From an optimization exercise on the open Yosys and OpenROAD flow, aimed at small area, a short achievable clock period and few clock cycles per item; shortcuts taken in it are not production practice. Only simulation tests tie the RTL to the original design; equivalence was not proved. Power figures rest on the tool's default switching activity, not on a simulated workload.

the baseline:
Design cpu_top, start of the top module:
module cpu_top (
    input  logic                   clk,
    input  logic                   rst_n,
    input  logic                   inst_vld,
    input  logic                   inst_last,
    input  cpu_isa_pkg::op_t       inst_op,
    input  cpu_isa_pkg::inst_id_t  inst_id,
    input  cpu_isa_pkg::reg_id_t   inst_dst_reg,
    input  cpu_isa_pkg::reg_id_t   inst_src_reg0,
    input  cpu_isa_pkg::reg_id_t   inst_src_reg1,
    input  cpu_isa_pkg::imm_t      inst_imm,
    output logic                   fetch_vld,
    output cpu_isa_pkg::pc_t       fetch_pc,
    output cpu_isa_pkg::inst_id_t  fetch_id,
    output logic                   inst_rdy,
    output logic                   write_mem_vld,
    output cpu_isa_pkg::inst_id_t  write_mem_id,
    output cpu_isa_pkg::data_t     write_mem_addr,
    output cpu_isa_pkg::data_t     write_mem_data,
    output logic                   exec_finish
);
Size in the first run: ~1900 cells after synthesis, roughly 420 flip-flops, about 95 I/O pins, about 22000 um^2 of cells after synthesis.
Settings: LEC_CHECK=0, CAP_MARGIN=20, CORE_MARGIN=2, CORE_UTILIZATION=50, CTS_CLUSTER_DIAMETER=100, CTS_CLUSTER_SIZE=24, SETUP_SLACK_MARGIN=3.7, SLEW_MARGIN=20; clock period 7.0 ns.
standard.sh (not shown) runs the stock make flow with config.mk's settings and CLKGATE_MAP_FILE= SYNTH_SCRIPT=/design/flow/synth_recipe.tcl, a recipe that flattens the netlist after the stock synthesis.
==> flow/flow/run.sh <==
#!/bin/bash
# The standard layout (the standard.sh, unchanged synthesis) with two
# changes: the port buffers are sky130 buf cells, which the timing repair
# may resize, instead of the delay-buffer cell buffer_ports picks by default;
# and the clock tree is built without dummy loads. make's output goes to
# make_flow.log; each ORFS step keeps its own log under orfs/logs.
set -euo pipefail
export BUFFER_PORTS_ARGS="-buffer_cell sky130_fd_sc_hd__buf_1"
export CTS_ARGS="-sink_clustering_enable -repair_clock_nets -dont_use_dummy_load -sink_clustering_size 24 -sink_clustering_max_diameter 100"
bash standard.sh > make_flow.log 2>&1
Testbench counts of the baseline, summed over its fixed seeds: cycles 23,762, insts 22,445.
Changes in the candidate relative to the baseline:
- swapping 50 for 60 in CORE_UTILIZATION
diff --git a/flow/flow/run.sh b/flow/flow/run.sh
--- a/flow/flow/run.sh
+++ b/flow/flow/run.sh
@@ -7,3 +7,3 @@
 set -euo pipefail
-export BUFFER_PORTS_ARGS="-buffer_cell sky130_fd_sc_hd__buf_1"
+export BUFFER_PORTS_ARGS="-buffer_cell sky130_fd_sc_hd__buf_2"
 export CTS_ARGS="-sink_clustering_enable -repair_clock_nets -dont_use_dummy_load -sink_clustering_size 24 -sink_clustering_max_diameter 100"
[summary]
Utilization the baseline -> the candidate: up
NOTE wire length the baseline->the candidate decreased by a few percent
Run comparison: the candidate highest metal layer with signal wires met4; the baseline highest metal layer with signal wires met5
The baseline was larger in final cell area than the candidate.
From the baseline to the candidate the numbers moved as follows: global routing usage summed across all routing layers picked up an extra 4.9 points, global-route track usage on met1 picked up an extra 6.0 points.
Fraction of the cycle the final worst path needs in the candidate is 0.46 points lower than in the baseline
The candidate vs the baseline, instance count: the candidate lower
Compare the candidate and the baseline | floorplan die area lower: the candidate
Starting utilization of the core area came out higher on the candidate than on the baseline.

========
Starting RTL as in the previous note.
==> flow/config.mk <==
export PLATFORM = sky130hd
export DESIGN_NAME = cpu_top
export DESIGN_NICKNAME = cpu_top
export VERILOG_FILES = /design/flow/design.v
export SDC_FILE = /design/flow/constraint.sdc
export NUM_CORES = 4
export LEC_CHECK = 0
export CAP_MARGIN = 10
export CORE_MARGIN = 2
export CORE_UTILIZATION = 50
export CTS_CLUSTER_DIAMETER = 100
export CTS_CLUSTER_SIZE = 24
export SETUP_SLACK_MARGIN = 3.7
export SLEW_MARGIN = 10
==> flow/constraint.sdc <==
create_clock -name core_clock -period 7.0 [get_ports {clk}]
set_input_delay 1.4000 -clock core_clock [delete_from_list [all_inputs] [get_ports {clk}]]
set_output_delay 1.4000 -clock core_clock [all_outputs]
set_load 0.01 [all_outputs]
==> flow/flow/run.sh <==
#!/bin/bash
# The standard layout (the standard.sh, unchanged synthesis) with two
# changes: the port buffers are sky130 buf cells, which the timing repair
# may resize, instead of the delay-buffer cell buffer_ports picks by default;
# and the clock tree is built without dummy loads. make's output goes to
# make_flow.log; each ORFS step keeps its own log under orfs/logs.
set -euo pipefail
export BUFFER_PORTS_ARGS="-buffer_cell sky130_fd_sc_hd__buf_2"
export CTS_ARGS="-sink_clustering_enable -repair_clock_nets -dont_use_dummy_load -sink_clustering_size 24 -sink_clustering_max_diameter 100"
bash standard.sh > make_flow.log 2>&1
The baseline ran to the end with no violations.
Testbench counts at the start, summed over its fixed seeds: cycles 23,762, insts 22,445.
==> next run, changes <==
CAP_MARGIN = 20   (was 10)
GPL_ROUTABILITY_DRIVEN = 0   (was not set)
PLACE_DENSITY = 0.7   (was not set)
SLEW_MARGIN = 20   (was 10)
Result:
- The changed run finished with timing, DRC and antenna clean
- global-route usage shrinks by 2.1 points
- non-clock buffer count shrinks by 5
- count of clock-buffer cells in the layout shrinks by 1
- total power shrinks by a few percent
- core utilization shrinks by 0.59 points
- synthesized cell count is unchanged
- clock power shrinks by a few percent

========
Another version of the RTL of cpu_top (not shown whole).
Size: about 1900 cells after synthesis, about 410 flip-flops, roughly 95 I/O pins.
export LEC_CHECK = 0
export CAP_MARGIN = 20
export CORE_MARGIN = 2
export CORE_UTILIZATION = 50
export CTS_CLUSTER_DIAMETER = 120
export CTS_CLUSTER_SIZE = 30
export SETUP_SLACK_MARGIN = 3.5
export SLEW_MARGIN = 20
create_clock -name core_clock -period 7.0 [get_ports {clk}]
==> flow/flow/run.sh <==
#!/bin/bash
# The standard layout, with the port buffers made of sky130 buf cells (which
# the timing repair may resize) instead of the delay-buffer cell that
# buffer_ports picks by default.
set -euo pipefail
export BUFFER_PORTS_ARGS="-buffer_cell sky130_fd_sc_hd__buf_2"
bash standard.sh > make_flow.log 2>&1
Testbench counts at the start, summed over its fixed seeds: cycles 23,762, insts 22,445.
Edit:
Settings changed: CTS_BUF_LIST set to sky130_fd_sc_hd__clkbuf_4 sky130_fd_sc_hd__clkbuf_8, CTS_CLUSTER_DIAMETER 120 to not set, CTS_CLUSTER_SIZE 30 to not set.
Result:
- combinational power hardly moves
- routed wire length increases by about 1.5%
- utilization increases by 1.7 points
- count of clock-buffer cells in the layout increases by 71
Edit:
==> flow/flow/run.sh (replaced) <==
#!/bin/bash
# The standard layout, with the port buffers made of sky130 buf cells (which
# the timing repair may resize) instead of the delay-buffer cell that
# buffer_ports picks by default, and a clock tree without dummy loads.
set -euo pipefail
export BUFFER_PORTS_ARGS="-buffer_cell sky130_fd_sc_hd__buf_2"
export CTS_ARGS="-sink_clustering_enable -repair_clock_nets -dont_use_dummy_load -sink_clustering_size 30 -sink_clustering_max_diameter 120"
bash standard.sh > make_flow.log 2>&1
Settings changed: CTS_BUF_LIST sky130_fd_sc_hd__clkbuf_4 sky130_fd_sc_hd__clkbuf_8 to not set, CTS_CLUSTER_DIAMETER set to 120, CTS_CLUSTER_SIZE set to 30.
Effect: Power drops by 10%; global-route usage falls by 0.87 points; utilization is lower by 1.9 points; worst setup slack gets better by 0.031 ns; critical path depth is unchanged; clock skew rose by 0.030 ns; synthesized cell count stays the same; first-iteration DRC count came out higher by 12%; final cell count shrinks by 3.9%.
Edit:
==> flow/flow/run.sh (replaced) <==
#!/bin/bash
# The standard layout (the standard.sh, unchanged synthesis) with two
# changes: the port buffers are sky130 buf cells, which the timing repair
# may resize, instead of the delay-buffer cell buffer_ports picks by default;
# and the clock tree is built without dummy loads. make's output goes to
# make_flow.log; each ORFS step keeps its own log under orfs/logs.
set -euo pipefail
export BUFFER_PORTS_ARGS="-buffer_cell sky130_fd_sc_hd__buf_2"
export CTS_ARGS="-sink_clustering_enable -repair_clock_nets -dont_use_dummy_load -sink_clustering_size 24 -sink_clustering_max_diameter 100"
bash standard.sh > make_flow.log 2>&1
Settings changed: CTS_CLUSTER_DIAMETER 120 to 100, CTS_CLUSTER_SIZE 30 to 24, TNS_END_PERCENT set to 10.
Cell count shrinks by 0.43%. Fmax is lower by 5.7%. Setup slack gets worse by 0.21 ns. Design area went down by 1.3%. Total power fell by 0.56%. Register-to-register slack loses 0.21 ns.
Edit:
Settings changed: TNS_END_PERCENT 10 to not set.
Result:
- The new run finished clean
- routed wire length came out higher by about 0.7%
- setup slack improved by 0.18 ns
- flip-flop and latch count is unchanged

[re-timing with driven ports]
How much do the figures lean on ideal ports? The routed layouts below were timed once more, with nothing changed but the port constraints.
Step 1, drivers: a clkbuf_16 drives clk and a buf_2 each remaining input, both assumed.
Step 2, shift: input delay + t, output delay - t, t = (earliest + latest rising clock arrival at the registers) / 2. This alone moves slack from input paths to output paths.
Three values: ideal ports, drivers, drivers and shift; two values: the first two.
run | shift t [ns] | setup WS [ns] | worst setup path at the end | latest minus earliest clock arrival (ns) | pins driven straight from the clock port
the baseline | 0.605 | 3.715 / 3.689 / 3.689 | input to output | 0.061 / 0.061 | 1
the candidate | 0.607 | 3.747 / 3.717 / 3.717 | input to output | 0.028 / 0.028 | 1
the first run of note 2 | 0.615 | 3.684 / 3.684 / 3.684 | register to register | 0.029 / 0.029 | 1
the second run of note 2 | 0.608 | 3.646 / 3.646 / 3.646 | register to register | 0.062 / 0.062 | 1
the first run of note 3 | 0.603 | 3.527 / 3.524 / 3.524 | input to output | 0.048 / 0.049 | 1
the second run of note 3 | 0.679 | 3.507 / 3.507 / 3.507 | register to register | 0.041 / 0.041 | 1
the third run of note 3 | 0.581 | 3.538 / 3.523 / 3.523 | input to output | 0.073 / 0.073 | 1
the fourth run of note 3 | 0.619 | 3.328 / 3.322 / 3.322 | input to output | 0.050 / 0.049 | 1
the fifth run of note 3 | 0.619 | 3.509 / 3.509 / 3.509 | register to register | 0.045 / 0.045 | 1
After both steps setup and hold are still met in every run listed. For the candidate, which loses most, drivers alone change the setup slack by -0.030 ns; drivers and shift together by -0.030 ns.
